What follows belongs to an exercise in optimizing a design on an open flow for small area; a production flow would make more cautious choices. The RTL was checked by simulation tests, not by an equivalence proof against the original design. Power figures rest on the tool's default switching activity, not on a simulated workload.

==> design/flow/config.mk <==
export PLATFORM = sky130hd
export DESIGN_NAME = angle_slew_limiter_unit
export DESIGN_NICKNAME = angle_slew_limiter_unit
export VERILOG_FILES = /design/flow/design.v
export SDC_FILE = /design/flow/constraint.sdc
export NUM_CORES = 4
export LEC_CHECK = 0
export CAP_MARGIN = 20
export CORE_MARGIN = 2
export CORE_UTILIZATION = 65
export GPL_TIMING_DRIVEN = 0
export SLEW_MARGIN = 20
==> design/flow/constraint.sdc <==
create_clock -name core_clock -period 7.5 [get_ports {clk}]
set_input_delay 1.5000 -clock core_clock [delete_from_list [all_inputs] [get_ports {clk}]]
set_output_delay 1.5000 -clock core_clock [all_outputs]
set_load 0.01 [all_outputs]
==> design/flow/design.v <==
`timescale 1ns / 1ps
package asl_pkg;
    function automatic logic [1:0] atan_bits(input logic [7:0] idx);
        case (idx)
            8'd0: atan_bits = 2'b01;
            8'd1: atan_bits = 2'b00;
            8'd2: atan_bits = 2'b01;
            8'd3: atan_bits = 2'b01;
            8'd4: atan_bits = 2'b01;
            8'd5: atan_bits = 2'b01;
            8'd6: atan_bits = 2'b01;
            8'd7: atan_bits = 2'b00;
            8'd8: atan_bits = 2'b01;
            8'd9: atan_bits = 2'b00;
            8'd10: atan_bits = 2'b00;
            8'd11: atan_bits = 2'b00;
            8'd12: atan_bits = 2'b01;
            8'd13: atan_bits = 2'b00;
            8'd14: atan_bits = 2'b01;
            8'd15: atan_bits = 2'b00;
            8'd16: atan_bits = 2'b00;
            8'd17: atan_bits = 2'b00;
            8'd18: atan_bits = 2'b00;
            8'd19: atan_bits = 2'b00;
            8'd20: atan_bits = 2'b00;
            8'd21: atan_bits = 2'b00;
            8'd22: atan_bits = 2'b00;
            8'd23: atan_bits = 2'b00;
            8'd24: atan_bits = 2'b00;
            8'd25: atan_bits = 2'b00;
            8'd26: atan_bits = 2'b00;
            8'd27: atan_bits = 2'b00;
            8'd28: atan_bits = 2'b00;
            8'd29: atan_bits = 2'b10;
            8'd30: atan_bits = 2'b00;
            8'd31: atan_bits = 2'b00;
            8'd32: atan_bits = 2'b00;
            8'd33: atan_bits = 2'b01;
            8'd34: atan_bits = 2'b11;
            8'd35: atan_bits = 2'b01;
            8'd36: atan_bits = 2'b01;
            8'd37: atan_bits = 2'b10;
            8'd38: atan_bits = 2'b10;
            8'd39: atan_bits = 2'b10;
            8'd40: atan_bits = 2'b01;
            8'd41: atan_bits = 2'b10;
            8'd42: atan_bits = 2'b01;
            8'd43: atan_bits = 2'b00;
            8'd44: atan_bits = 2'b10;
            8'd45: atan_bits = 2'b00;
            8'd46: atan_bits = 2'b00;
            8'd47: atan_bits = 2'b00;
            8'd48: atan_bits = 2'b11;
            8'd49: atan_bits = 2'b11;
            8'd50: atan_bits = 2'b00;
            8'd51: atan_bits = 2'b11;
            8'd52: atan_bits = 2'b11;
            8'd53: atan_bits = 2'b10;
            8'd54: atan_bits = 2'b11;
            8'd55: atan_bits = 2'b10;
            8'd56: atan_bits = 2'b10;
            8'd57: atan_bits = 2'b00;
            8'd58: atan_bits = 2'b00;
            8'd59: atan_bits = 2'b11;
            8'd60: atan_bits = 2'b01;
            8'd61: atan_bits = 2'b01;
            8'd62: atan_bits = 2'b00;
            8'd63: atan_bits = 2'b00;
            8'd64: atan_bits = 2'b10;
            8'd65: atan_bits = 2'b00;
            8'd66: atan_bits = 2'b01;
            8'd67: atan_bits = 2'b00;
            8'd68: atan_bits = 2'b11;
            8'd69: atan_bits = 2'b00;
            8'd70: atan_bits = 2'b01;
            8'd71: atan_bits = 2'b01;
            8'd72: atan_bits = 2'b11;
            8'd73: atan_bits = 2'b00;
            8'd74: atan_bits = 2'b10;
            8'd75: atan_bits = 2'b00;
            8'd76: atan_bits = 2'b01;
            8'd77: atan_bits = 2'b00;
            8'd78: atan_bits = 2'b00;
            8'd79: atan_bits = 2'b00;
            8'd80: atan_bits = 2'b11;
            8'd81: atan_bits = 2'b11;
            8'd82: atan_bits = 2'b00;
            8'd83: atan_bits = 2'b10;
            8'd84: atan_bits = 2'b00;
            8'd85: atan_bits = 2'b00;
            8'd86: atan_bits = 2'b01;
            8'd87: atan_bits = 2'b10;
            8'd88: atan_bits = 2'b01;
            8'd89: atan_bits = 2'b10;
            8'd90: atan_bits = 2'b01;
            8'd91: atan_bits = 2'b01;
            8'd92: atan_bits = 2'b00;
            8'd93: atan_bits = 2'b00;
            8'd94: atan_bits = 2'b00;
            8'd95: atan_bits = 2'b00;
            8'd96: atan_bits = 2'b11;
            8'd97: atan_bits = 2'b00;
            8'd98: atan_bits = 2'b10;
            8'd99: atan_bits = 2'b00;
            8'd100: atan_bits = 2'b00;
            8'd101: atan_bits = 2'b01;
            8'd102: atan_bits = 2'b11;
            8'd103: atan_bits = 2'b01;
            8'd104: atan_bits = 2'b11;
            8'd105: atan_bits = 2'b01;
            8'd106: atan_bits = 2'b01;
            8'd107: atan_bits = 2'b00;
            8'd108: atan_bits = 2'b01;
            8'd109: atan_bits = 2'b00;
            8'd110: atan_bits = 2'b01;
            8'd111: atan_bits = 2'b01;
            8'd112: atan_bits = 2'b00;
            8'd113: atan_bits = 2'b11;
            8'd114: atan_bits = 2'b01;
            8'd115: atan_bits = 2'b01;
            8'd116: atan_bits = 2'b01;
            8'd117: atan_bits = 2'b10;
            8'd118: atan_bits = 2'b00;
            8'd119: atan_bits = 2'b10;
            8'd120: atan_bits = 2'b00;
            8'd121: atan_bits = 2'b01;
            8'd122: atan_bits = 2'b01;
            8'd123: atan_bits = 2'b00;
            8'd124: atan_bits = 2'b01;
            8'd125: atan_bits = 2'b01;
            8'd126: atan_bits = 2'b01;
            8'd127: atan_bits = 2'b01;
            8'd128: atan_bits = 2'b11;
            8'd129: atan_bits = 2'b00;
            8'd130: atan_bits = 2'b01;
            8'd131: atan_bits = 2'b00;
            8'd132: atan_bits = 2'b11;
            8'd133: atan_bits = 2'b00;
            8'd134: atan_bits = 2'b11;
            8'd135: atan_bits = 2'b00;
            8'd136: atan_bits = 2'b00;
            8'd137: atan_bits = 2'b00;
            8'd138: atan_bits = 2'b01;
            8'd139: atan_bits = 2'b01;
            8'd140: atan_bits = 2'b01;
            8'd141: atan_bits = 2'b01;
            8'd142: atan_bits = 2'b01;
            8'd143: atan_bits = 2'b00;
            8'd144: atan_bits = 2'b01;
            8'd145: atan_bits = 2'b01;
            8'd146: atan_bits = 2'b00;
            8'd147: atan_bits = 2'b10;
            8'd148: atan_bits = 2'b01;
            8'd149: atan_bits = 2'b10;
            8'd150: atan_bits = 2'b01;
            8'd151: atan_bits = 2'b00;
            8'd152: atan_bits = 2'b00;
            8'd153: atan_bits = 2'b01;
            8'd154: atan_bits = 2'b01;
            8'd155: atan_bits = 2'b01;
            8'd156: atan_bits = 2'b01;
            8'd157: atan_bits = 2'b01;
            8'd158: atan_bits = 2'b00;
            8'd159: atan_bits = 2'b01;
            8'd160: atan_bits = 2'b01;
            8'd161: atan_bits = 2'b01;
            8'd162: atan_bits = 2'b11;
            8'd163: atan_bits = 2'b01;
            8'd164: atan_bits = 2'b10;
            8'd165: atan_bits = 2'b01;
            8'd166: atan_bits = 2'b00;
            8'd167: atan_bits = 2'b00;
            8'd168: atan_bits = 2'b01;
            8'd169: atan_bits = 2'b01;
            8'd170: atan_bits = 2'b01;
            8'd171: atan_bits = 2'b01;
            8'd172: atan_bits = 2'b01;
            8'd173: atan_bits = 2'b00;
            8'd174: atan_bits = 2'b01;
            8'd175: atan_bits = 2'b00;
            8'd176: atan_bits = 2'b00;
            8'd177: atan_bits = 2'b10;
            8'd178: atan_bits = 2'b00;
            8'd179: atan_bits = 2'b11;
            8'd180: atan_bits = 2'b01;
            8'd181: atan_bits = 2'b00;
            8'd182: atan_bits = 2'b00;
            8'd183: atan_bits = 2'b01;
            8'd184: atan_bits = 2'b01;
            8'd185: atan_bits = 2'b01;
            8'd186: atan_bits = 2'b01;
            8'd187: atan_bits = 2'b01;
            8'd188: atan_bits = 2'b00;
            8'd189: atan_bits = 2'b01;
            8'd190: atan_bits = 2'b00;
            8'd191: atan_bits = 2'b00;
            8'd192: atan_bits = 2'b10;
            8'd193: atan_bits = 2'b00;
            8'd194: atan_bits = 2'b11;
            8'd195: atan_bits = 2'b01;
            8'd196: atan_bits = 2'b00;
            8'd197: atan_bits = 2'b00;
            8'd198: atan_bits = 2'b01;
            8'd199: atan_bits = 2'b01;
            8'd200: atan_bits = 2'b01;
            8'd201: atan_bits = 2'b01;
            8'd202: atan_bits = 2'b01;
            8'd203: atan_bits = 2'b00;
            8'd204: atan_bits = 2'b01;
            8'd205: atan_bits = 2'b00;
            8'd206: atan_bits = 2'b00;
            8'd207: atan_bits = 2'b00;
            8'd208: atan_bits = 2'b00;
            8'd209: atan_bits = 2'b11;
            8'd210: atan_bits = 2'b01;
            8'd211: atan_bits = 2'b00;
            8'd212: atan_bits = 2'b00;
            8'd213: atan_bits = 2'b01;
            8'd214: atan_bits = 2'b01;
            8'd215: atan_bits = 2'b01;
            8'd216: atan_bits = 2'b01;
            8'd217: atan_bits = 2'b01;
            8'd218: atan_bits = 2'b00;
            8'd219: atan_bits = 2'b01;
            8'd220: atan_bits = 2'b00;
            8'd221: atan_bits = 2'b00;
            8'd222: atan_bits = 2'b00;
            8'd223: atan_bits = 2'b01;
            8'd224: atan_bits = 2'b11;
            8'd225: atan_bits = 2'b01;
            8'd226: atan_bits = 2'b00;
            8'd227: atan_bits = 2'b00;
            8'd228: atan_bits = 2'b01;
            8'd229: atan_bits = 2'b01;
            8'd230: atan_bits = 2'b01;
            8'd231: atan_bits = 2'b01;
            8'd232: atan_bits = 2'b01;
            8'd233: atan_bits = 2'b00;
            8'd234: atan_bits = 2'b01;
            8'd235: atan_bits = 2'b00;
            8'd236: atan_bits = 2'b00;
            8'd237: atan_bits = 2'b00;
            8'd238: atan_bits = 2'b01;
            8'd239: atan_bits = 2'b00;
            8'd240: atan_bits = 2'b00;
            8'd241: atan_bits = 2'b01;
            8'd242: atan_bits = 2'b00;
            8'd243: atan_bits = 2'b01;
            8'd244: atan_bits = 2'b01;
            8'd245: atan_bits = 2'b01;
            8'd246: atan_bits = 2'b01;
            8'd247: atan_bits = 2'b01;
            8'd248: atan_bits = 2'b00;
            8'd249: atan_bits = 2'b01;
            8'd250: atan_bits = 2'b00;
            8'd251: atan_bits = 2'b00;
            8'd252: atan_bits = 2'b00;
            8'd253: atan_bits = 2'b01;
            8'd254: atan_bits = 2'b00;
            8'd255: atan_bits = 2'b01;
            default: atan_bits = 2'b00;
        endcase
    endfunction
endpackage
`timescale 1ns / 1ps
`timescale 1ns / 1ps
`timescale 1ns / 1ps
module angle_slew_limiter_unit
(
    input  logic               clk,
    input  logic               rst_n,
    input  logic               cfg_valid,
    output logic               cfg_ready,
    input  logic [31:0]        cfg_max_rate,
    input  logic               frame_valid,
    output logic               frame_ready,
    input  logic signed [15:0] frame_tgt_x,
    input  logic signed [15:0] frame_tgt_y,
    input  logic signed [15:0] frame_src_x,
    input  logic signed [15:0] frame_src_y,
    input  logic [31:0]        frame_stamp_us,
    output logic               result_valid,
    input  logic               result_ready,
    output logic signed [15:0] result_angle,
    output logic               result_was_limited,
    output logic               result_was_held
);
    localparam logic [2:0] S_IDLE = 3'd0;
    localparam logic [2:0] S_CORD = 3'd1;
    localparam logic [2:0] S_MUL  = 3'd2;
    localparam logic [2:0] S_WAIT = 3'd3;
    localparam logic [2:0] S_PA   = 3'd4;
    localparam logic [2:0] S_PB   = 3'd5;
    localparam logic [2:0] S_ACC  = 3'd6;
    localparam logic [2:0] S_MW   = 3'd7;
    logic [2:0]  st_q, st_n;
    logic [4:0]  ph_q, ph_n;
    logic [5:0]  cnt_q, cnt_n;
    logic [31:0] rate_q, rate_n;
    logic [16:0] lr_q, lr_n;        
    logic        rok_q, lok_q;        
    logic        xnz_q, hz_q, hz_n;
    logic [15:0] cur_q, cur_n;
    logic        rv_q, rv_n;
    logic        lim_q, lim_n;
    logic [16:0] xn_q, yn_q, x_q, y_q, l_q, l_n, h_q, h_n;
    logic [33:0] rg_q;              
    logic        cx_q, cx_n, cy_q, cy_n, cl_q, cl_n, ch_q, ch_n;
    logic        dir_q, dir_n, ysgn_q, ysgn_n, ynz_q, ynz_n;
    logic        bw_q, bw_n, dq0_q, dd1_q, dd2_q, rc1n_q, rc2n_q;
    logic        sat_q, sat_n, dneg_q, dneg_n;
    logic        b1_q, b1_n, b2_q, b2_n, c3_q, c3_n;
    wire ph0  = (ph_q == 5'd0);
    wire ph15 = (ph_q == 5'd15);
    wire ph16 = ph_q[4];
    wire cord    = (st_q == S_CORD);
    wire vec_q   = cnt_q[5];
    wire ld      = cord && (cnt_q[4:0] == 5'd0);
    wire it      = cord && (cnt_q[4:0] != 5'd0);
    wire xy_live = cord && (cnt_q[4:0] != 5'd16);
    wire mul     = (st_q == S_MUL);
    wire pa      = (st_q == S_PA);
    wire pb      = (st_q == S_PB);
    wire [3:0] cc4 = cnt_q[3:0];    
    wire        inj_t = (st_q == S_MW) && ph16;
    wire        inj_s = cord && (cnt_q == 6'd16) && ph16;
    wire [33:0] vin_t = {frame_tgt_y[15], frame_tgt_y, frame_tgt_x[15], frame_tgt_x};
    wire [33:0] vin_s = {frame_src_y[15], frame_src_y, frame_src_x[15], frame_src_x};
    logic [33:0] vin;
    always_comb
        for (int m = 0; m <= 33; m++)
            vin[m] = (inj_t & vin_t[m]) | (inj_s & vin_s[m]);
    wire        neg = vec_q ? frame_src_x[15] : frame_tgt_x[15];
    logic [15:0] xr, yr;
    always_comb
        for (int c = 0; c < 16; c++)
        begin
            xr[c] = x_q[(c + 15) % 16];
            yr[c] = y_q[(c + 15) % 16];
        end
    wire [5:0]  jsum  = {1'b0, ph_q} + {2'b00, cc4};
    wire        inr   = (jsum <= 6'd17);
    wire        tap_y = inr ? yr[cc4] : ysgn_q;
    wire        tap_x = inr & xr[cc4];
    logic xa, xb, xc0, ya, yb, yc0;
    always_comb
    begin
        if (ld)
        begin
            xa = 1'b0;    xb = x_q[0] ^ neg;    xc0 = neg;
            ya = 1'b0;    yb = y_q[0] ^ neg;    yc0 = neg;
        end
        else
        begin
            xa = x_q[0];  xb = tap_y ^ ~dir_q;  xc0 = ~dir_q;
            ya = y_q[0];  yb = tap_x ^ dir_q;   yc0 = dir_q;
        end
    end
    wire cxu = ph0 ? xc0 : cx_q;
    wire cyu = ph0 ? yc0 : cy_q;
    logic xs, ys;
    assign {cx_n, xs} = {1'b0, xa} + {1'b0, xb} + {1'b0, cxu};
    assign {cy_n, ys} = {1'b0, ya} + {1'b0, yb} + {1'b0, cyu};
    wire xin = (xy_live & xs) | vin[16];
    wire yin = (xy_live & ys) | vin[33];
    assign hz_n = (ld && ph16) ? ((vec_q & hz_q) | (~xnz_q & ~ynz_q)) : hz_q;
    always_comb
    begin
        ynz_n  = ph0 ? yin : (ynz_q | yin);
        dir_n  = dir_q;
        ysgn_n = ysgn_q;
        if (ph16)
        begin
            dir_n  = ~yin & ynz_q;
            ysgn_n = yin;
        end
    end
    wire [1:0]  atb  = asl_pkg::atan_bits({cc4, ph_q[3:0]});
    wire        tl   = atb[0];
    wire        th   = atb[1];
    wire        zsub = vec_q ? dir_q : ~dir_q;
    logic la, lb, lc0, ha, hb, hc0;
    always_comb
    begin
        if (ld)
        begin
            la = 1'b0;            lb = ~ph15 & ~ph16;   lc0 = ~vec_q;
            ha = vec_q & h_q[0];  hb = ph15 & neg;      hc0 = vec_q & cl_q;
        end
        else if (it)
        begin
            la = l_q[0];  lb = tl ^ zsub;         lc0 = zsub;
            ha = h_q[0];  hb = th ^ zsub;         hc0 = cl_q;
        end
        else
        begin
            la = l_q[0];  lb = 1'b0;              lc0 = 1'b0;
            ha = h_q[0];  hb = 1'b0;              hc0 = cl_q;
        end
        if (ph16 && cord)
        begin
            la = 1'b1;    lb = 1'b0;
        end
    end
    wire clu = ph0 ? lc0 : cl_q;
    wire chu = ph0 ? hc0 : ch_q;
    logic zl, zh;
    assign {cl_n, zl} = {1'b0, la} + {1'b0, lb} + {1'b0, clu};
    assign {ch_n, zh} = {1'b0, ha} + {1'b0, hb} + {1'b0, chu};
    localparam logic [33:0] RPOL = 34'h000300400;
    assign {yn_q, xn_q} = rg_q ^ RPOL;
    assign x_q = ~xn_q;
    assign y_q = ~yn_q;
    wire [33:0] ccn = {yn_q, xn_q};
    wire        lsh  = mul & ~cnt_q[5];
    wire        stb  = frame_stamp_us[cnt_q[4:0]];
    wire        l0   = lok_q & (cnt_q[4] ? h_q[2] : l_q[1]);
    wire        bwu  = (cnt_q == 6'd0) ? 1'b0 : bw_q;
    wire        d0  = lsh & (stb ^ l0 ^ bwu);
    assign bw_n = (~stb & l0) | (~(stb ^ l0) & bwu);
    logic [32:0] man, mpn, msn;
    logic [33:0] mcn;
    always_comb
    begin
        mcn[22] = rc2n_q;
        for (int k = 22; k <= 32; k++)
        begin
            man[k]   = ccn[k-2];
            mpn[k]   = ~(((k <= 31) ? (dd2_q & rate_q[k]) : 1'b0) | ((k == 22) ? 1'b0 : vin[k-3]));
            {mcn[k+1], msn[k]} = {1'b0, man[k]} + {1'b0, mpn[k]} + {1'b0, mcn[k]};
        end
        mcn[11] = rc1n_q;
        for (int k = 11; k <= 21; k++)
        begin
            man[k]   = (k <= 20) ? ccn[k-1] : msn[22];
            mpn[k]   = ~((dd1_q & rate_q[k]) | ((k == 11 || k == 18) ? 1'b0 : vin[k-2]));
            {mcn[k+1], msn[k]} = {1'b0, man[k]} + {1'b0, mpn[k]} + {1'b0, mcn[k]};
        end
        mcn[0] = 1'b1;
        for (int k = 0; k <= 10; k++)
        begin
            man[k]   = (k <= 9) ? ccn[k] : msn[11];
            mpn[k]   = ~((dq0_q & rate_q[k]) | ((k == 0) ? 1'b0 : vin[k-1]));
            {mcn[k+1], msn[k]} = {1'b0, man[k]} + {1'b0, mpn[k]} + {1'b0, mcn[k]};
        end
    end
    logic [33:0] ccn_n;
    always_comb
    begin
        for (int m = 0; m <= 9; m++)   ccn_n[m] = msn[m+1];
        for (int m = 10; m <= 19; m++) ccn_n[m] = msn[m+2];
        for (int m = 20; m <= 29; m++) ccn_n[m] = msn[m+3];
        for (int m = 30; m <= 32; m++) ccn_n[m] = ccn[m+1] & ~vin[m];
        ccn_n[33] = ~yin;
        if (!mul)
            ccn_n[16] = ~xin;
    end
    wire mp0  = ~msn[0];
    wire wr_l = mul && (cnt_q >= 6'd17) && (cnt_q <= 6'd31);
    assign lr_n = {wr_l ? mp0 : lr_q[0], lr_q[16:1]};
    assign l_n  = {pa ? stb : zl, l_q[16:1]};
    assign h_n  = {pb ? stb : zh, h_q[16:1]};
    always_comb
    begin
        sat_n = sat_q;
        if (mul && (cnt_q == 6'd32))
            sat_n = mp0;
        else if ((mul && (cnt_q > 6'd32)) || (st_q == S_MW))
            sat_n = sat_q | mp0;
    end
    wire rate_nz = rok_q & (|rate_q);
    wire sat_e   = sat_q | ~rate_nz;
    wire held    = hz_q;
    wire dj   = zh;
    wire cj   = cur_q[0] & lok_q;
    wire de   = held ? cj : dj;
    wire limj = sat_e ? ph15 : (~ph16 & ~ph15 & lr_q[16]);
    wire b1u   = ph0 ? (pb & dneg_q) : b1_q;
    wire delta = de ^ cj ^ b1u;
    wire b1a   = (~de & cj) | (~(de ^ cj) & b1u);
    wire b2u   = ph0 ? 1'b0 : b2_q;
    assign b2_n = (~limj & delta) | (~(limj ^ delta) & b2u);
    wire c3u   = ph0 ? 1'b0 : c3_q;
    logic s2;
    assign {c3_n, s2} = {1'b0, delta} + {1'b0, limj} + {1'b0, c3u};
    wire lbx  = limj ^ dneg_q;
    logic nsum, c4;
    assign {c4, nsum} = {1'b0, cj} + {1'b0, lbx} + {1'b0, b1u};
    wire newb = lim_q ? nsum : de;
    assign b1_n = pa ? b1a : c4;
    always_comb
    begin
        cur_n  = cur_q;
        lim_n  = lim_q;
        dneg_n = dneg_q;
        if ((pa || pb) && !ph16)
            cur_n = {pa ? cj : newb, cur_q[15:1]};
        if (pa && ph15)
        begin
            lim_n  = (~delta & b2_n) | (delta & s2);
            dneg_n = delta;
        end
    end
    assign cfg_ready   = 1'b1;
    assign frame_ready = (st_q == S_ACC);
    assign rate_n = cfg_valid ? cfg_max_rate : rate_q;
    assign ph_n   = ph16 ? 5'd0 : (ph_q + 5'd1);
    always_comb
    begin
        st_n  = st_q;
        cnt_n = cnt_q;
        rv_n  = rv_q & ~result_ready;
        case (st_q)
            S_IDLE:
                if (frame_valid && ph15 && !rv_q)
                begin
                    st_n  = S_MUL;
                    cnt_n = 6'd0;
                end
            S_CORD:
                if (ph16)
                begin
                    if (cnt_q == 6'd16)
                        cnt_n = 6'd32;
                    else if (cnt_q == 6'd48)
                        st_n = S_WAIT;
                    else
                        cnt_n = cnt_q + 6'd1;
                end
            S_MUL:
            begin
                cnt_n = cnt_q + 6'd1;
                if (cnt_q == 6'd63)
                    st_n = S_MW;
            end
            S_MW:
                if (ph16)
                begin
                    st_n  = S_CORD;
                    cnt_n = 6'd0;
                end
            S_WAIT:
                if (ph16)
                begin
                    st_n  = S_PA;
                    cnt_n = 6'd0;
                end
            S_PA:
            begin
                if (!ph16)
                    cnt_n = cnt_q + 6'd1;
                else
                    st_n = S_PB;
            end
            S_PB:
            begin
                cnt_n = cnt_q + 6'd1;
                if (ph16)
                    st_n = S_ACC;
            end
            S_ACC:
                if (frame_valid)
                begin
                    st_n = S_IDLE;
                    rv_n = 1'b1;
                end
            default:
                st_n = S_IDLE;
        endcase
    end
    always_ff @(posedge clk or negedge rst_n)
    begin
        if (!rst_n)
        begin
            st_q   <= S_IDLE;
            ph_q   <= 5'd0;
            rok_q  <= 1'b0;
            lok_q  <= 1'b0;
            rv_q   <= 1'b0;
        end
        else
        begin
            st_q   <= st_n;
            ph_q   <= ph_n;
            if (cfg_valid)
                rok_q <= 1'b1;
            if (pb && ph16)
                lok_q <= 1'b1;
            rv_q   <= rv_n;
        end
    end
    always_ff @(posedge clk)
    begin
        rg_q   <= ccn_n ^ RPOL;
        rate_q <= rate_n;
        lr_q   <= lr_n;
        cur_q  <= cur_n;
        xnz_q  <= ph0 ? xin : (xnz_q | xin);
        hz_q   <= hz_n;
        cnt_q  <= cnt_n;
        dq0_q  <= d0;
        dd1_q  <= dq0_q;
        dd2_q  <= dd1_q;
        rc1n_q <= mcn[11];
        rc2n_q <= mcn[22];
        l_q    <= l_n;
        h_q    <= h_n;
        cx_q   <= cx_n;
        cy_q   <= cy_n;
        cl_q   <= cl_n;
        ch_q   <= ch_n;
        dir_q  <= dir_n;
        ysgn_q <= ysgn_n;
        ynz_q  <= ynz_n;
        bw_q   <= bw_n;
        sat_q  <= sat_n;
        dneg_q <= dneg_n;
        b1_q   <= b1_n;
        b2_q   <= b2_n;
        c3_q   <= c3_n;
        lim_q  <= lim_n;
    end
    assign result_valid       = rv_q;
    assign result_angle       = cur_q;
    assign result_was_limited = lim_q;
    assign result_was_held    = hz_q;
endmodule
==> design/flow/flow/run.sh <==
#!/bin/bash
# Layout: the standard flow (standard.sh) unchanged, except that
#  - the port buffers that global placement inserts are buf_1 cells, and
#  - clock tree synthesis uses clkbuf_8 buffers and adds no dummy loads.
export BUFFER_PORTS_ARGS="-buffer_cell sky130_fd_sc_hd__buf_1"
export CTS_ARGS="-sink_clustering_enable -repair_clock_nets -buf_list sky130_fd_sc_hd__clkbuf_8 -dont_use_dummy_load"
bash standard.sh "$@" > run_standard.log 2>&1
==> design/flow/standard.sh <==
#!/bin/bash
# synth_recipe.tcl (not shown) runs the flow's synth.tcl, then flattens the netlist and writes it again
# the make line also repeats each setting of config.mk as NAME=value (left out here)
make -C /OpenROAD-flow-scripts/flow DESIGN_CONFIG=/design/flow/config.mk WORK_HOME=/design/flow/orfs CLKGATE_MAP_FILE= SYNTH_SCRIPT=/design/flow/synth_recipe.tcl "${@:-finish}"
==> run summary, run 1 <==
* Fin. Hold Viols at 0
* Die width at 115 µm
* N_diodes at 0
* Syn avg cell area at 12.1 µm²
* Share of layout cells above drive strength 1 at 8.18%
* EDFF count, synth at 60
* Vias in the first global route at 6,210
* Post-Syn Nets at 850
* TritonCTS Buffers at 17
* Setup Viol. Count Final at 0
* # H-tree levels at 4
* CTS root buf: clkbuf_8
* Largest net degree at the start of global routing at 34
* Rel. slew slack at 48.9%
* MaxCap Viol Count at 0
* Layout net count at 1,021
* Port Buf Inserts at 152
* Residual DRC at 0
* Hold Buf Count CTS at 0
* Worst-margin pin slew at 0.766 ns
* Total die area at 13,200 µm²
* Routed Antenna Nets at 0
* Postcts setup bufs at 0
* Req. time, crit path at 7.82 ns
* Peak Freq at 148 MHz
* WP data arrival at 7.08 ns
* RSZ-0062 raised after global routing: no
* Gr ovfl total at 0
* Clk Latency, worst-skew pair at 0.46 ns
* Critical path peak fanout at 10
* Sequential share of the synthesized area at 51.0%
* Total routed wirelength at 20.0 mm
* DRT iter0 DRCs at 710
* Avg Vias per Cell at 6.28
* Peak VDD IR at 0.203 mV
* Area grow syn2layout at 12.4%
* Fin util at 74.8%
* Total leakage power at 3.36 nW
* First-pass GRT wire length at 31.5 mm
* Met1 Track Usage GR at 41.1%
* Nature of the critical path endpoint: flop
* Final Non-Filler Cells at 978
* Fin Clk Skew at 0.0315 ns
* Tot GR Track Use at 32.0%
* CTS clk-pin slew, worst paths at 0.07 ns
* Met3 usage in global routing at 8.12%
* Routed len/inst at 20.5 µm
* Final setup margin at 0.745 ns
* DP HPWL at 15.3 mm
* Vias at 6,138
* Setup TNS at 0 ns
* Placed cell area at 8750 µm²
* Cells after DPL at 961
* Status: complete, no violations
* Syn. warnings at 1
* Hold crit path type: flop to flop
* Num rows at 40
* Flop and latch count out of synthesis at 171
* Yosys top cell area share at 25.0%
* Fin crit period at 6.75 ns
* CTS tree: built
* Period utilisation layout at 90.1%
* Post_cts resized at 0
* Post-Synthesis Cells at 662
* Drt pass-1 iters at 9
* Gr busiest metal: met2
* Crit start category: flop
* GP Congestion at 0.949
* Post-synth ARST share at 6.43%
* Largest cells by area after synthesis: dfxtp_1, edfxtp_1, fa_1
* Post-Syn Area at 8000 µm²
* Cell area after layout at 8990 µm²
* Critical path class: flop to flop
* Top-level I/O count at 154
* DP Worst Slack at 0.771 ns
* Max Root-Sink Buffers at 2
* Synth unique cells at 64
* Die Height at 115 µm
* Core footprint at 12,000 µm²
* Largest area contributor in the netlist: dfxtp_1
* Clock sink total at 171
* Initial antenna violation count at 0
* Starting Density at 66.6%
* Met2 Use GR at 52.5%
* Predominant post-synthesis flop cell: dfxtp_1
* Cell Pwr Density at 345 nW/µm²
* Slew Viols, Final at 0
-- logic make-up (layout without fill, tap and decap cells) --
logic type,Yosys count,count (layout),share of synthesized area [%]
AOI/OAI and AO/OA,130,130,12.0
xor gates and xnor gates,22,22,2.41
adders and majority gates,55,55,12.4
buffers and inverters,89,258,4.74
DFF,171,171,51.0
muxes,36,36,7.70
other,1,1,0.0469
and+or+nand+nor,158,158,9.69
-- power by group --
| group | internal (mW) | switching [mW] |
|---|---|---|
| Clock | 0.200 | 0.282 |
| Combinational | 0.514 | 0.692 |
| Sequential | 1.26 | 0.154 |
| Total | 1.97 | 1.13 |
-- Yosys cell counts (all sizes together), types with 13 or more instances --
master  instances
dfxtp         100
edfxtp         60
inv            48
nand2          44
nor2           41
fa             40
a222oi         27
a21oi          23
clkbuf         23
o21ai          21
mux4           20
buf            18
ha             15
nor4           13
-- sequential cells by signal (all words and copies together), names as in the netlist, 3 cells and up --
signal	flops
lr_q	17
ph_q	5
cur_q	16
rate_q	32
st_q	3
h_q	17
rg_q	34
l_q	17
cnt_q	6
-- per-layer routing --
layer	wire, µm	part of all wire [%]
met1	7790	39
met2	9770	49
met3	1840	9.2
met4	628	3.1
met5	0	0
-- cell type report --
type,count,area (µm²)
buffer,41,199
tap,147,184
fill,770,3020
multi-input combinational,402,3540
inverter,48,180
timing repair buffer,152,572
sequential,171,4080
clock buffer,17,234
-- cells in the final DEF, fill, tap and decap left out, drive strengths merged, types with 3 or more instances in the layout --
master,netlist,routed
nand2b,8,8
inv,48,48
mux2i,12,12
edfxtp,60,60
o21ai,21,21
or2,4,4
xnor2,12,12
a211oi,6,6
fa,40,40
buf,18,170
nand4,6,6
a21o,6,6
nor2,41,41
nor4,13,13
o211ai,6,6
nand3,8,8
ha,15,15
a32oi,3,3
nand2,44,44
and2,9,9
a21oi,23,23
dfxtp,100,100
nor2b,10,10
mux4,20,20
xor2,10,10
clkbuf,23,40
dfrtp,11,11
a31oi,4,4
mux2,4,4
a22oi,5,5
nor3,6,6
a222oi,27,27
o221ai,4,4
-- critical path, stage by stage, from the launching register on --
cell	delay, ns
edfxtp_1	0.55
buf_6	0.24
inv_1	0.26
ha_1	0.27
nand3_1	0.10
or2_2	0.33
nor2_1	0.32
buf_2	0.33
a222oi_1	0.16
inv_1	0.12
fa_1	0.20
fa_1	0.17
inv_1	0.05
fa_1	0.42
fa_1	0.42
fa_1	0.44
fa_1	0.45
fa_1	0.45
fa_1	0.44
fa_1	0.44
fa_1	0.46
-- through the flow --
stage / total power, mW / hold slack [ns]
after detailed placement: 2.61 / 0.312
final: 3.10 / 0.328
after global routing: 3.28 / 0.328
after CTS: 3.09 / 0.327
after global placement: 2.54 / 0.311
after floorplan: 2.25 / 0.310
-- final timing paths --
path / startpoint / to / slack, ns / cells past startpoint
worst max-delay path: cnt_q[0]$_DFFE_PP_ / rg_q[9]$_DFF_P_ / 0.75 / 20
worst min-delay path: l_q[2]$_DFF_P_ / l_q[1]$_DFF_P_ / 0.33 / 0
worst max register to register: cnt_q[0]$_DFFE_PP_ / rg_q[9]$_DFF_P_ / 0.75 / 20
worst min register to register: l_q[2]$_DFF_P_ / l_q[1]$_DFF_P_ / 0.33 / 0
max in group asynchronous: rst_n / st_q[2]$_DFFE_PN0P_ / 5.95 / 1
min in group asynchronous: rst_n / rok_q$_DFFE_PN0P_ / 1.08 / 1
==> inputs of run 2 (changes only) <==
--- a/design/flow/config.mk
+++ b/design/flow/config.mk
@@ -8,5 +8,4 @@
 export CAP_MARGIN = 20
 export CORE_MARGIN = 2
 export CORE_UTILIZATION = 65
-export GPL_TIMING_DRIVEN = 0
 export SLEW_MARGIN = 20
==> run 2 against run 1 <==
Total power is 3.0% lower. Synthesized area unchanged. Clock-buffer cell count is the same. Register-to-register slack improved by 0.35 ns. Sequential cell count stayed put. Sequential power rose by 3%. Final area shrank 1.5%. Synthesized cell count unchanged. Clock power decreased by 2%. Global-route usage is 3.4 points lower. Critical endpoint unchanged.
==> run summary, run 2 <==
* Status: complete, no violations
* Vias in the first global route at 5,556 (-11%)
* EDFF count, synth at 60 (unchanged)
* Residual DRC at 0 (unchanged)
* Crit start category: flop
* Yosys top cell area share at 25.0% (unchanged)
* Fin Clk Skew at 0.0328 ns (+0.00131 ns)
* Postcts setup bufs at 0 (unchanged)
* CTS root buf: clkbuf_8
* Drt pass-1 iters at 8 (-1)
* Starting Density at 66.6% (unchanged)
* Cells after DPL at 928 (-3.4%)
* Worst reg-to-reg path cell count at 18 (-10%)
* Largest registers: rg_q x34, rate_q x32
* Final Non-Filler Cells at 945 (-3.4%)
* RSZ-0062 raised after global routing: no
* Avg Vias per Cell at 6.00 (-4.4%)
* Flop and latch count out of synthesis at 171 (unchanged)
* Hold Buf Count CTS at 0 (unchanged)
* Setup Viol. Count Final at 0 (unchanged)
* Largest area contributor in the netlist: dfxtp_1
* Clk Latency, worst-skew pair at 0.44 ns (-0.02 ns)
* Total leakage power at 3.30 nW (-1.8%)
* R2r endpoint: rg_q[9]$_DFF_P_
* Slew Viols, Final at 0 (unchanged)
* Internal Power at 1.94 mW (-1.3%)
* Hold Crit Start: h_q[15]$_DFF_P_
* Flop pwr share at 48.4% (+2.9 points)
* Peak Freq at 156 MHz (+5.5%)
* Syn avg cell area at 12.1 µm² (unchanged)
* Power, Total at 3.01 mW (-3.0%)
* Multi-input gate area at 3540 µm² (+0.14%)
* Sequential share of the synthesized area at 51.0% (unchanged)
* Commonest non-fill, non-tap cell in the layout: buf_1
* # H-tree levels at 4 (unchanged)
* Hold crit path type: flop to flop
* Total routed wirelength at 17.4 mm (-13%)
* Port Buf Inserts at 152 (unchanged)
* CTS tree: built
* DRT iter0 DRCs at 617 (-13%)
* Routed Antenna Nets at 0 (unchanged)
* Fin crit period at 6.40 ns (-0.355 ns)
* Most frequent cells in the layout: buf_1, dfxtp_1, edfxtp_1
* Top-level I/O count at 154 (unchanged)
* Largest net degree at the start of global routing at 43 (+26%)
* Psw at 1.06 mW (-5.9%)
* Setup TNS at 0 ns (unchanged)
* Area grow syn2layout at 10.7%
* Worst R2R Start: cnt_q[3]$_DFFE_PP_
* Critical path peak fanout at 19 (+9)
* Worst R2R Setup Slack at 1.10 ns (+0.35 ns)
* GP Congestion at 0.924 (-2.7%)
* Most common cell in the netlist: dfxtp_1
* Layout net count at 988 (-3.2%)
* Clk pwr share at 15.7% (about the same)
* Req. time, crit path at 7.81 ns (about the same)
* Largest cells by area after synthesis: dfxtp_1, edfxtp_1, fa_1
* DP HPWL at 13.2 mm (-14%)
* First-pass GRT wire length at 28.8 mm (-8.7%)
* Critical Path Sink: rg_q[9]$_DFF_P_
* Nature of the critical path endpoint: flop
* CTS clk-pin slew, worst paths at 0.08 ns (about the same)
* Critical Path Start: cnt_q[3]$_DFFE_PP_
* Synth unique cells at 64 (unchanged)
* Combinational share of power at 35.9% (-3.0 points)
* Rel. slew slack at 42.2% (-6.8 points)
* Cell Pwr Density at 339 nW/µm² (-1.5%)
* Gr ovfl total at 0 (unchanged)
* Syn. warnings at 1 (unchanged)
* Post-Syn Nets at 850 (unchanged)
* Fin. Hold Viols at 0 (unchanged)
* Commonest cells post-synth: dfxtp_1, edfxtp_1, inv_1, nand2_1, nor2_1
* N_diodes at 0 (unchanged)
* Vias at 5,670 (-7.6%)
* MaxCap Viol Count at 0 (unchanged)
* Peak VDD IR at 0.212 mV (+4.7%)
* Post-Syn Area at 8000 µm² (unchanged)
* Initial antenna violation count at 0 (unchanged)
* Worst-margin pin slew at 0.868 ns (+0.102 ns)
* Die width at 115 µm (unchanged)
* Largest register FFs at 34 (unchanged)
* Num rows at 40 (unchanged)
* Post_cts resized at 0 (unchanged)
* Critical path class: flop to flop
* Post-Synthesis Cells at 662 (unchanged)
* Tot GR Track Use at 28.6% (-3.4 points)
* WP data arrival at 6.71 ns (-0.37 ns)
* TritonCTS Buffers at 17 (unchanged)
* Share of layout cells above drive strength 1 at 7.64% (-0.54 points)
* Most flops, register: rg_q
* Sw frac at 35.3% (-1.1 points)
* Post-synth ARST share at 6.43% (unchanged)
* Total die area at 13,200 µm² (unchanged)
* Period utilisation layout at 85.3% (-4.7 points)
* Predominant post-synthesis flop cell: dfxtp_1
* Max Root-Sink Buffers at 2 (unchanged)
* Routed len/inst at 18.5 µm (-9.9%)
* Fill cells at 847 (+10%)
* Die Height at 115 µm (unchanged)
* Clock sink total at 171 (unchanged)
* Core footprint at 12,000 µm² (unchanged)
* Reg area at 4080 µm² (unchanged)
[run 2: cell counts after synthesis]
Identical to the previous run, type by type.
[run 2: power by group through the flow]
stage | registers, mW | logic [mW] | clock network [mW]
after floorplan | 1.39 | 0.866 | 0
after global placement | 1.46 | 1.04 | 0
after detailed placement | 1.47 | 1.07 | 0
after CTS | 1.46 | 1.08 | 0.481
after global routing | 1.49 | 1.22 | 0.513
final | 1.45 | 1.08 | 0.473
[run 2: kinds of logic (layout without fill, tap and decap cells)]
group | after synthesis | in the layout | share of synthesized area, %
DFF | 171 | 171 | 51.0
and+or+nand+nor | 158 | 158 | 9.69
AOI/OAI and AO/OA | 130 | 130 | 12.0
buffers and inverters | 89 | 225 | 4.74
adders and majority gates | 55 | 55 | 12.4
muxes | 36 | 36 | 7.70
xor gates and xnor gates | 22 | 22 | 2.41
other | 1 | 1 | 0.0469
[run 2: how the worst min path moves through the flow]
stage | to | slack (ns) | depth (start not counted)
2_1_floorplan | h_q[0]$_DFF_P_ | 0.31 | 0
3_3_place_gp | h_q[13]$_DFF_P_ | 0.31 | 0
3_5_place_dp | lr_q[0]$_DFF_P_ | 0.31 | 0
4_1_cts | h_q[14]$_DFF_P_ | 0.33 | 0
5_1_grt | lr_q[3]$_DFF_P_ | 0.33 | 0
6_report | h_q[14]$_DFF_P_ | 0.32 | 0
[run 2: area by class of cell]
type                            instances  share of cell area [%]
Clock buffer                           17                    2.64
Tap cell                              147                    2.08
Multi-Input combinational cell        402                    40.0
Timing Repair Buffer                  160                    7.14
Sequential cell                       171                    46.1
Inverter                               48                    2.04
[run 2: per-layer routing]
layer	part of all wire (%)	track usage (%)	vias up
met3	7.4	6.01	25
met1	43	41.4	2702
li1	-	-	2677
met4	2.2	9.40	0
met5	0	0	-
met2	47	43.8	266
[run 2: critical path, cell delays in order, from the launching register on]
cell and delay (ns):
edfxtp_1 0.62, nor2_1 0.31, nand3_1 0.16, or2_2 0.34, nor2_2 0.37, buf_4 0.32, a222oi_1 0.12, inv_1 0.13
fa_1 0.20, fa_1 0.18, inv_1 0.05, fa_1 0.42, fa_1 0.43, fa_1 0.44, fa_1 0.44, fa_1 0.44
fa_1 0.43, fa_1 0.43, fa_1 0.46
[run 2: through the flow]
| step | instance area [µm²] | hold slack, ns | util [%] | worst slack, ns |
|---|---|---|---|---|
| 2_1_floorplan | 8000 | 0.310 | - | 1.61 |
| 3_3_place_gp | 8620 | 0.310 | 71.7 | 1.38 |
| 3_5_place_dp | 8620 | 0.312 | 71.8 | 1.13 |
| 4_1_cts | 8850 | 0.328 | 73.7 | 1.12 |
| 5_1_grt | 8850 | 0.329 | 73.7 | 0.802 |
| 6_report | 8850 | 0.325 | 73.7 | 1.10 |
==> inputs of run 3 (changes only) <==
==> design/flow/flow/run.sh (replaced) <==
#!/bin/bash
# Layout: the standard flow (standard.sh) unchanged, except that
#  - the port buffers that global placement inserts are buf_1 cells,
#  - clock tree synthesis uses clkbuf_8 buffers and adds no dummy loads, and
#  - after global routing, gates off the critical paths are downsized
#    (repair_timing -recover_power).
export BUFFER_PORTS_ARGS="-buffer_cell sky130_fd_sc_hd__buf_1"
export CTS_ARGS="-sink_clustering_enable -repair_clock_nets -buf_list sky130_fd_sc_hd__clkbuf_8 -dont_use_dummy_load"
export RECOVER_POWER=100
bash standard.sh "$@" > run_standard.log 2>&1
==> run 3 against run 2 <==
Now fails the layout checks on max-capacitance violations, max-slew violations. Via count grew 0.19%. Synthesized cell count unchanged. Worst setup slack worse by 0.15 ns. Synthesized area stayed put. Core utilization is 0.11 points lower. Final area decreased by 0.16%. Critical path type unchanged. Critical endpoint unchanged.
==> run summary, run 3 <==
* Max Root-Sink Buffers at 2 (unchanged)
* Layout net count at 988 (unchanged)
* MaxCap Viol Count at 2 (+2)
* Clk Latency, worst-skew pair at 0.44 ns (about the same)
* Peak Freq at 153 MHz (-2.2%)
* Critical path class: flop to flop
* Yosys top cell area share at 25.0% (unchanged)
* Gr ovfl total at 0 (unchanged)
* Fin crit period at 6.55 ns (+0.145 ns)
* Setup TNS at 0 ns (unchanged)
* Flop and latch count out of synthesis at 171 (unchanged)
* Cells after DPL at 928 (unchanged)
* Status: finished with violations
* Post-Syn Area at 8000 µm² (unchanged)
* Postcts setup bufs at 0 (unchanged)
* Slew Viols, Final at 77 (+77)
* Top-level I/O count at 154 (unchanged)
* Largest cells by area after synthesis: dfxtp_1, edfxtp_1, fa_1
* CTS root buf: clkbuf_8
* Nature of the critical path endpoint: flop
* Synth unique cells at 64 (unchanged)
* DRT iter0 DRCs at 587 (-4.9%)
* Hold Buf Count CTS at 0 (unchanged)
* Placed cell area at 8620 µm² (unchanged)
* RSZ-0062 raised after global routing: no
* Period utilisation layout at 87.3% (+1.9 points)
* EDFF count, synth at 60 (unchanged)
* Sequential share of the synthesized area at 51.0% (unchanged)
* Total routed wirelength at 17.5 mm (+0.28%)
* Share of layout cells above drive strength 1 at 6.89% (-0.75 points)
* Largest register FFs at 34 (unchanged)
* Final Non-Filler Cells at 945 (unchanged)
* Syn avg cell area at 12.1 µm² (unchanged)
* Post-synth ARST share at 6.43% (unchanged)
* N_diodes at 0 (unchanged)
* Core footprint at 12,000 µm² (unchanged)
* Setup Viol. Count Final at 0 (unchanged)
* Most frequent cells in the layout: buf_1, dfxtp_1, edfxtp_1
* # H-tree levels at 4 (unchanged)
* Die Height at 115 µm (unchanged)
* GP Congestion at 0.924 (unchanged)
* CTS clk-pin slew, worst paths at 0.08 ns (about the same)
* Req. time, crit path at 7.81 ns (about the same)
* First-pass GRT wire length at 28.8 mm (unchanged)
* Vias at 5,681 (+0.19%)
* Avg Vias per Cell at 6.01 (+0.19%)
* Post-Syn Nets at 850 (unchanged)
* Commonest cells post-synth: dfxtp_1, edfxtp_1, inv_1, nand2_1, nor2_1
* Post_cts resized at 0 (unchanged)
* Total die area at 13,200 µm² (unchanged)
* Final setup margin at 0.955 ns (-0.145 ns)
* Syn. warnings at 1 (unchanged)
* Tot GR Track Use at 28.6% (unchanged)
* Die width at 115 µm (unchanged)
* Initial antenna violation count at 0 (unchanged)
* Crit start category: flop
* Fin. Hold Viols at 0 (unchanged)
* Worst-margin pin slew at 2.28 ns (+1.41 ns)
* Routed Antenna Nets at 0 (unchanged)
* Residual DRC at 0 (unchanged)
* Clock sink total at 171 (unchanged)
* Critical path peak fanout at 22 (+3)
* Cell area after layout at 8840 µm² (-0.16%)
* Port Buf Inserts at 152 (unchanged)
* Commonest non-fill, non-tap cell in the layout: buf_1
* Peak VDD IR at 0.212 mV (about the same)
* Largest registers: rg_q x34, rate_q x32
* Fin Clk Skew at 0.0320 ns (-0.000805 ns)
* Num rows at 40 (unchanged)
* Worst R2R Setup Slack at 0.95 ns (-0.15 ns)
* DP HPWL at 13.2 mm (unchanged)
* Area grow syn2layout at 10.6%
* DP Worst Slack at 1.13 ns (unchanged)
* Routed len/inst at 18.5 µm (+0.28%)
* CTS tree: built
* Most common cell in the netlist: dfxtp_1
* Largest area contributor in the netlist: dfxtp_1
* Fill cells at 850 (+0.35%)
* Predominant post-synthesis flop cell: dfxtp_1
* Largest net degree at the start of global routing at 43 (unchanged)
* Total leakage power at 3.28 nW (-0.34%)
* Starting Density at 66.6% (unchanged)
* Hold crit path type: flop to flop
* WP data arrival at 6.85 ns (+0.14 ns)
* TritonCTS Buffers at 17 (unchanged)
* Vias in the first global route at 5,556 (unchanged)
* Post-Synthesis Cells at 662 (unchanged)
* Rel. slew slack at -51.8% (-94 points)
* Drt pass-1 iters at 10 (+2)
* Most flops, register: rg_q
* Cell Pwr Density at 340 nW/µm² (+0.19%)
* Fail Reasons: max-capacitance violations, max-slew violations
run 3: path summary, 6_finish.rpt:
| check | start | to | depth (start not counted) |
|---|---|---|---|
| setup / recovery | ph_q[4]$_DFF_PN0_ | rg_q[9]$_DFF_P_ | 16 |
| hold / removal | h_q[15]$_DFF_P_ | h_q[14]$_DFF_P_ | 0 |
| setup reg to reg | ph_q[4]$_DFF_PN0_ | rg_q[9]$_DFF_P_ | 16 |
| hold reg to reg | h_q[15]$_DFF_P_ | h_q[14]$_DFF_P_ | 0 |
| max in group asynchronous | rst_n | ph_q[0]$_DFF_PN0_ | 1 |
| min in group asynchronous | rst_n | rok_q$_DFFE_PN0P_ | 1 |
run 3: cell families after synthesis:
logic type	count (synthesis)	synth area share, %
AND/OR/NAND/NOR	158	9.69
other	1	0.0469
adder cells (fa/ha/maj)	55	12.4
AO/OA/AOI/OAI	130	12.0
XOR/XNOR	22	2.41
flip-flops	171	51.0
multiplexers	36	7.70
buffers and inverters	89	4.74
run 3: critical path, cell delays in order, from the launching register on:
cell and delay, ns:
dfrtp_1 0.35, clkbuf_1 0.72, nand2_1 0.12, nor2_1 0.96
a222oi_1 0.18, inv_1 0.16, fa_1 0.20, fa_1 0.18
inv_1 0.05, fa_1 0.42, fa_1 0.43, fa_1 0.44
fa_1 0.44, fa_1 0.44, fa_1 0.44, fa_1 0.43
fa_1 0.46
run 3: report_power, final:
| group | switching (mW) | leakage, nW | total [mW] | internal, mW |
|---|---|---|---|---|
| clock | 0.272 | 0.122 | 0.472 | 0.200 |
| sequential | 0.199 | 1.53 | 1.45 | 1.26 |
| combinational | 0.590 | 1.64 | 1.08 | 0.490 |
run 3: through the flow:
step,power [mW],hold WS (ns),utilization (%)
3_5_place_dp,2.54,0.312,71.8
5_1_grt,3.23,0.329,73.6
3_3_place_gp,2.50,0.310,71.7
4_1_cts,3.01,0.328,73.7
2_1_floorplan,2.25,0.310,-
6_report,3.01,0.323,73.6
run 3: area by class of cell:
cell class / count / area [µm²] / share of cell area (%)
clock buffer: 17 / 234 / 2.65
inverter: 48 / 180 / 2.04
multi-input combinational: 402 / 3540 / 40.0
sequential: 171 / 4080 / 46.1
tap: 147 / 184 / 2.08
timing repair buffer: 160 / 623 / 7.05
run 3: layer usage:
layer / up-vias / track usage [%] / part of all wire [%]
met5: - / 0 / 0
met4: 0 / 9.40 / 2.2
met3: 26 / 6.01 / 7.3
met2: 264 / 43.8 / 47
met1: 2718 / 41.4 / 43
li1: 2673 / - / -
==> inputs of run 4 (changes only) <==
--- a/design/flow/design.v
+++ b/design/flow/design.v
@@ -288,11 +288,11 @@
     localparam logic [2:0] S_IDLE = 3'd0;
     localparam logic [2:0] S_CORD = 3'd1;
     localparam logic [2:0] S_MUL  = 3'd2;
-    localparam logic [2:0] S_WAIT = 3'd3;
+    localparam logic [2:0] S_WT   = 3'd3;    
     localparam logic [2:0] S_PA   = 3'd4;
     localparam logic [2:0] S_PB   = 3'd5;
-    localparam logic [2:0] S_ACC  = 3'd6;
-    localparam logic [2:0] S_MW   = 3'd7;
+    localparam logic [2:0] S_PC   = 3'd6;
+    localparam logic [2:0] S_ACC  = 3'd7;
     logic [2:0]  st_q, st_n;
     logic [4:0]  ph_q, ph_n;
     logic [5:0]  cnt_q, cnt_n;
@@ -309,7 +309,7 @@
     logic        dir_q, dir_n, ysgn_q, ysgn_n, ynz_q, ynz_n;
     logic        bw_q, bw_n, dq0_q, dd1_q, dd2_q, rc1n_q, rc2n_q;
     logic        sat_q, sat_n, dneg_q, dneg_n;
-    logic        b1_q, b1_n, b2_q, b2_n, c3_q, c3_n;
+    logic        b1_q, b1_n;
     wire ph0  = (ph_q == 5'd0);
     wire ph15 = (ph_q == 5'd15);
     wire ph16 = ph_q[4];
@@ -321,8 +321,9 @@
     wire mul     = (st_q == S_MUL);
     wire pa      = (st_q == S_PA);
     wire pb      = (st_q == S_PB);
+    wire pc      = (st_q == S_PC);
     wire [3:0] cc4 = cnt_q[3:0];    
-    wire        inj_t = (st_q == S_MW) && ph16;
+    wire        inj_t = (st_q == S_WT) && !cnt_q[5] && ph16;
     wire        inj_s = cord && (cnt_q == 6'd16) && ph16;
     wire [33:0] vin_t = {frame_tgt_y[15], frame_tgt_y, frame_tgt_x[15], frame_tgt_x};
     wire [33:0] vin_s = {frame_src_y[15], frame_src_y, frame_src_x[15], frame_src_x};
@@ -459,13 +460,13 @@
     wire wr_l = mul && (cnt_q >= 6'd17) && (cnt_q <= 6'd31);
     assign lr_n = {wr_l ? mp0 : lr_q[0], lr_q[16:1]};
     assign l_n  = {pa ? stb : zl, l_q[16:1]};
-    assign h_n  = {pb ? stb : zh, h_q[16:1]};
+    assign h_n  = {pc ? stb : (pa ? csum : zh), h_q[16:1]};
     always_comb
     begin
         sat_n = sat_q;
         if (mul && (cnt_q == 6'd32))
             sat_n = mp0;
-        else if ((mul && (cnt_q > 6'd32)) || (st_q == S_MW))
+        else if ((mul && (cnt_q > 6'd32)) || ((st_q == S_WT) && !cnt_q[5]))
             sat_n = sat_q | mp0;
     end
     wire rate_nz = rok_q & (|rate_q);
@@ -475,31 +476,37 @@
     wire cj   = cur_q[0] & lok_q;
     wire de   = held ? cj : dj;
     wire limj = sat_e ? ph15 : (~ph16 & ~ph15 & lr_q[16]);
-    wire b1u   = ph0 ? (pb & dneg_q) : b1_q;
-    wire delta = de ^ cj ^ b1u;
-    wire b1a   = (~de & cj) | (~(de ^ cj) & b1u);
-    wire b2u   = ph0 ? 1'b0 : b2_q;
-    assign b2_n = (~limj & delta) | (~(limj ^ delta) & b2u);
-    wire c3u   = ph0 ? 1'b0 : c3_q;
-    logic s2;
-    assign {c3_n, s2} = {1'b0, delta} + {1'b0, limj} + {1'b0, c3u};
-    wire lbx  = limj ^ dneg_q;
-    logic nsum, c4;
-    assign {c4, nsum} = {1'b0, cj} + {1'b0, lbx} + {1'b0, b1u};
-    wire newb = lim_q ? nsum : de;
-    assign b1_n = pa ? b1a : c4;
+    wire dh = h_q[0];
+    logic ca, cb, cc0;
+    always_comb
+    begin
+        if (pa)
+        begin
+            ca = de;    cb = ~cj;                                  cc0 = 1'b1;
+        end
+        else if (pb)
+        begin
+            ca = limj;  cb = dh ^ ~dneg_q;                         cc0 = ~dneg_q;
+        end
+        else
+        begin
+            ca = cj;    cb = lim_q ? (limj ^ dneg_q) : dh;         cc0 = lim_q & dneg_q;
+        end
+    end
+    wire ccu = ph0 ? cc0 : b1_q;
+    logic csum;
+    assign {b1_n, csum} = {1'b0, ca} + {1'b0, cb} + {1'b0, ccu};
     always_comb
     begin
         cur_n  = cur_q;
         lim_n  = lim_q;
         dneg_n = dneg_q;
-        if ((pa || pb) && !ph16)
-            cur_n = {pa ? cj : newb, cur_q[15:1]};
+        if ((pa || pc) && !ph16)
+            cur_n = {pa ? cj : csum, cur_q[15:1]};
         if (pa && ph15)
-        begin
-            lim_n  = (~delta & b2_n) | (delta & s2);
-            dneg_n = delta;
-        end
+            dneg_n = csum;
+        if (pb && ph15)
+            lim_n = dneg_q ? csum : ~b1_n;
     end
     assign cfg_ready   = 1'b1;
     assign frame_ready = (st_q == S_ACC);
@@ -523,7 +530,7 @@
                     if (cnt_q == 6'd16)
                         cnt_n = 6'd32;
                     else if (cnt_q == 6'd48)
-                        st_n = S_WAIT;
+                        st_n = S_WT;
                     else
                         cnt_n = cnt_q + 6'd1;
                 end
@@ -531,18 +538,12 @@
             begin
                 cnt_n = cnt_q + 6'd1;
                 if (cnt_q == 6'd63)
-                    st_n = S_MW;
+                    st_n = S_WT;         
             end
-            S_MW:
-                if (ph16)
-                begin
-                    st_n  = S_CORD;
-                    cnt_n = 6'd0;
-                end
-            S_WAIT:
+            S_WT:
                 if (ph16)
                 begin
-                    st_n  = S_PA;
+                    st_n  = cnt_q[5] ? S_PA : S_CORD;
                     cnt_n = 6'd0;
                 end
             S_PA:
@@ -553,6 +554,9 @@
                     st_n = S_PB;
             end
             S_PB:
+                if (ph16)
+                    st_n = S_PC;
+            S_PC:
             begin
                 cnt_n = cnt_q + 6'd1;
                 if (ph16)
@@ -584,7 +588,7 @@
             ph_q   <= ph_n;
             if (cfg_valid)
                 rok_q <= 1'b1;
-            if (pb && ph16)
+            if (pc && ph16)
                 lok_q <= 1'b1;
             rv_q   <= rv_n;
         end
@@ -616,8 +620,6 @@
         sat_q  <= sat_n;
         dneg_q <= dneg_n;
         b1_q   <= b1_n;
-        b2_q   <= b2_n;
-        c3_q   <= c3_n;
         lim_q  <= lim_n;
     end
     assign result_valid       = rv_q;
==> design/flow/flow/run.sh (replaced) <==
#!/bin/bash
# Layout: the standard flow (standard.sh) unchanged, except that
#  - the port buffers that global placement inserts are buf_1 cells, and
#  - clock tree synthesis uses clkbuf_8 buffers and adds no dummy loads.
export BUFFER_PORTS_ARGS="-buffer_cell sky130_fd_sc_hd__buf_1"
export CTS_ARGS="-sink_clustering_enable -repair_clock_nets -buf_list sky130_fd_sc_hd__clkbuf_8 -dont_use_dummy_load"
bash standard.sh "$@" > run_standard.log 2>&1
==> run 4 against run 3 <==
Core utilization increased by 0.39 points. Largest power group unchanged. Now clean on timing, DRC and antenna. Die area is 0.17% higher. Highest routed layer unchanged. Clock-buffer cell count is the same.
==> run summary, run 4 <==
* Status: complete, no violations
* Critical path peak fanout at 21 (-4.5%)
* Yosys top cell area share at 24.5% (-0.54 points)
* Layout net count at 1,000 (+1.2%)
* Commonest non-fill, non-tap cell in the layout: buf_1
* Die width at 115 µm (about the same)
* Most common cell in the netlist: dfxtp_1
* WP data arrival at 6.97 ns (+0.12 ns)
* CTS tree: built
* Post-Synthesis Cells at 677 (+2.3%)
* Fin crit period at 6.64 ns (+0.0968 ns)
* Post-Syn Area at 8010 µm² (+0.17%)
* Total leakage power at 3.31 nW (+0.76%)
* Gr ovfl total at 0 (unchanged)
* GP Congestion at 0.859 (-7.0%)
* Starting Density at 66.7% (+0.11 points)
* Num rows at 40 (unchanged)
* Simple-Gate Fraction of Synth Area at 10.8% (+1.1 points)
* Most frequent cells in the layout: buf_1, dfxtp_1, edfxtp_1
* DP HPWL at 14.1 mm (+6.6%)
* Period utilisation layout at 88.6% (+1.3 points)
* Drt pass-1 iters at 7 (-3)
* Largest registers: rg_q x34, rate_q x32
* Rel. slew slack at 37.7% (+90 points)
* Sequential share of the synthesized area at 50.4% (-0.59 points)
* Largest net degree at the start of global routing at 40 (-7.0%)
* Post-Syn Nets at 861 (+1.3%)
* Nature of the critical path endpoint: flop
* Crit start category: flop
* Avg Vias per Cell at 6.24 (+3.8%)
* Die Height at 115 µm (about the same)
* Peak VDD IR at 0.270 mV (+27%)
* DRT iter0 DRCs at 632 (+7.7%)
* Cell Pwr Density at 168 nW/µm² (-50%)
* Hold Buf Count CTS at 0 (unchanged)
* Port Buf Inserts at 152 (unchanged)
* Routed Antenna Nets at 0 (unchanged)
* Max Root-Sink Buffers at 2 (unchanged)
* Clk Latency, worst-skew pair at 0.45 ns (about the same)
* Total die area at 13,200 µm² (+0.17%)
* Critical path class: flop to flop
* MaxCap Viol Count at 0 (-2)
* Largest cells by area after synthesis: dfxtp_1, edfxtp_1, fa_1
* Tot GR Track Use at 30.6% (+2.0 points)
* Flop and latch count out of synthesis at 169 (-1.2%)
* Adder-cell area share of the yosys netlist at 11.5% (-0.83 points)
* Post-synth ARST share at 6.51% (+0.076 points)
* Largest family of logic cells by synthesized area: compound AO/OA/AOI/OAI gates
* Placed cell area at 8650 µm² (+0.35%)
* Synth unique cells at 78 (+22%)
* RSZ-0062 raised after global routing: no
* Fin. Hold Viols at 0 (unchanged)
* Residual DRC at 0 (unchanged)
* DP Worst Slack at 0.953 ns (-0.182 ns)
* Vias at 5,998 (+5.6%)
* Largest register FFs at 34 (unchanged)
* Setup Viol. Count Final at 0 (unchanged)
* First-pass GRT wire length at 30.6 mm (+6.2%)
* Vias in the first global route at 6,080 (+9.4%)
* Worst R2R Setup Slack at 0.86 ns (-0.10 ns)
* Share of layout cells above drive strength 1 at 8.23% (+1.3 points)
* Cells after DPL at 944 (+1.7%)
* Post_cts resized at 0 (unchanged)
* Hold crit path type: flop to flop
* EDFF count, synth at 60 (unchanged)
* Final Non-Filler Cells at 961 (+1.7%)
* N_diodes at 0 (unchanged)
* TritonCTS Buffers at 17 (unchanged)
* CTS clk-pin slew, worst paths at 0.09 ns (about the same)
* Total routed wirelength at 19.1 mm (+9.3%)
* Compound-Gate Fraction of Synth Area at 13.8% (+1.8 points)
* Most flops, register: rg_q
* Req. time, crit path at 7.83 ns (+0.02 ns)
* Syn avg cell area at 11.8 µm² (-2.0%)
* Commonest cells post-synth: dfxtp_1, edfxtp_1, nor2_1, inv_1, nand2_1
* Postcts setup bufs at 0 (unchanged)
* Clock sink total at 169 (-1.2%)
* Fin Clk Skew at 0.0363 ns (+0.00422 ns)
* Worst-margin pin slew at 0.927 ns (-1.35 ns)
* CTS root buf: clkbuf_8
* Peak Freq at 151 MHz (-1.5%)
* Syn. warnings at 1 (unchanged)
* # H-tree levels at 4 (unchanged)
* Xor/xnor share of the synthesized area at 1.97% (-0.44 points)
* Core footprint at 12,000 µm² (unchanged)
* Cell area after layout at 8890 µm² (+0.52%)
* Routed len/inst at 19.9 µm (+7.5%)
* Predominant post-synthesis flop cell: dfxtp_1
* Largest area contributor in the netlist: dfxtp_1
* Final setup margin at 0.858 ns (-0.0968 ns)
* Setup TNS at 0 ns (unchanged)
* Top-level I/O count at 154 (unchanged)
* Area grow syn2layout at 11.0%
* Slew Viols, Final at 0 (-100%)
* Post-synthesis mux area share at 6.48% (-1.2 points)
* Initial antenna violation count at 0 (unchanged)
* Fin util at 74.0% (+0.39 points)
[run 4: critical path, cell delays in order (launching register included)]
cell and delay, ns:
dfrtp_1 0.32, buf_4 0.24, clkinv_1 0.29, nor3_1 0.48, nand2_1 0.19, nor3_2 0.63, a222oi_1 0.26, fa_1 0.44
inv_1 0.09, fa_1 0.18, inv_1 0.06, fa_1 0.41, fa_1 0.42, fa_1 0.44, fa_1 0.40, inv_1 0.09
fa_1 0.18, inv_1 0.06, fa_1 0.44, fa_1 0.47, fa_1 0.47
[run 4: worst paths after layout]
path | startpoint | end | depth (start not counted)
max | st_q[0]$_DFFE_PN0P_ | rg_q[19]$_DFF_P_ | 20
min | h_q[15]$_DFF_P_ | h_q[14]$_DFF_P_ | 0
max reg2reg | st_q[0]$_DFFE_PN0P_ | rg_q[19]$_DFF_P_ | 20
min reg2reg | h_q[15]$_DFF_P_ | h_q[14]$_DFF_P_ | 0
max in group asynchronous | rst_n | ph_q[4]$_DFF_PN0_ | 1
min in group asynchronous | rst_n | lok_q$_DFFE_PN0P_ | 1
[run 4: kinds of logic (layout without fill, tap and decap cells)]
| group | count (synthesis) | after routing |
|---|---|---|
| multiplexers | 29 | 29 |
| buffers and inverters | 93 | 230 |
| other | 1 | 1 |
| adder cells (fa/ha/maj) | 51 | 51 |
| flip-flops | 169 | 169 |
| XOR/XNOR | 18 | 18 |
| AND/OR/NAND/NOR | 173 | 173 |
| AO/OA/AOI/OAI | 143 | 143 |
[run 4: routing by layer]
| layer | track usage (%) | routed length (µm) | up-vias |
|---|---|---|---|
| met3 | 6.80 | 1370 | 36 |
| met4 | 10.2 | 397 | 0 |
| li1 | - | - | 2759 |
| met2 | 51.1 | 9550 | 324 |
| met1 | 39.9 | 7800 | 2879 |
| met5 | 0 | 0 | - |
[run 4: report_power, final]
group          total [mW]  switching (mW)  internal, mW
sequential          0.983          0.0120         0.971
clock               0.472           0.272         0.200
combinational      0.0421          0.0208        0.0213
[run 4: metrics by stage]
stage | hold WS [ns] | total power [mW]
after floorplan | 0.310 | 1.01
after global placement | 0.311 | 1.04
after detailed placement | 0.312 | 1.04
after CTS | 0.322 | 1.50
after global routing | 0.328 | 1.54
final | 0.324 | 1.50
[run 4: cell type report]
cell class	count	area, µm²
Tap cell	147	184
Inverter	51	194
Timing Repair Buffer	162	647
Clock buffer	17	234
Multi-Input combinational cell	415	3590
Sequential cell	169	4040
Fill cell	829	3130

what the ideal ports hide:
The flow's constraints put no driver on any port. The routed layouts listed below were extracted and timed again, unchanged, in two steps. Step 1 (the two cells are an assumption about what drives the block):
set clk [get_ports {clk}]
set_driving_cell -lib_cell sky130_fd_sc_hd__clkbuf_16 $clk
set_driving_cell -lib_cell sky130_fd_sc_hd__buf_2 [delete_from_list [all_inputs] $clk]
Step 2 times the ports against the registers' clock, not the clock port: input delays grow and output delays shrink by t, the midpoint of the rising clock arrivals with the driver on. a / b / c = no drivers / after step 1 / after step 2; a / b = the first two.
run | t, ns | setup slack, ns | latest minus earliest clock arrival (ns) | slew at the worst register clock pin (ns) | worst slew at a driven data input, ns
run 1 | 0.481 | 0.745 / 0.745 / 0.745 | 0.033 / 0.033 | 0.09 / 0.09 | 0.05
run 2 | 0.464 | 1.100 / 1.100 / 1.100 | 0.034 / 0.034 | 0.09 / 0.09 | 0.05
run 3 | 0.460 | 0.955 / 0.955 / 0.955 | 0.033 / 0.033 | 0.09 / 0.09 | 0.05
run 4 | 0.473 | 0.858 / 0.858 / 0.858 | 0.037 / 0.036 | 0.09 / 0.09 | 0.05
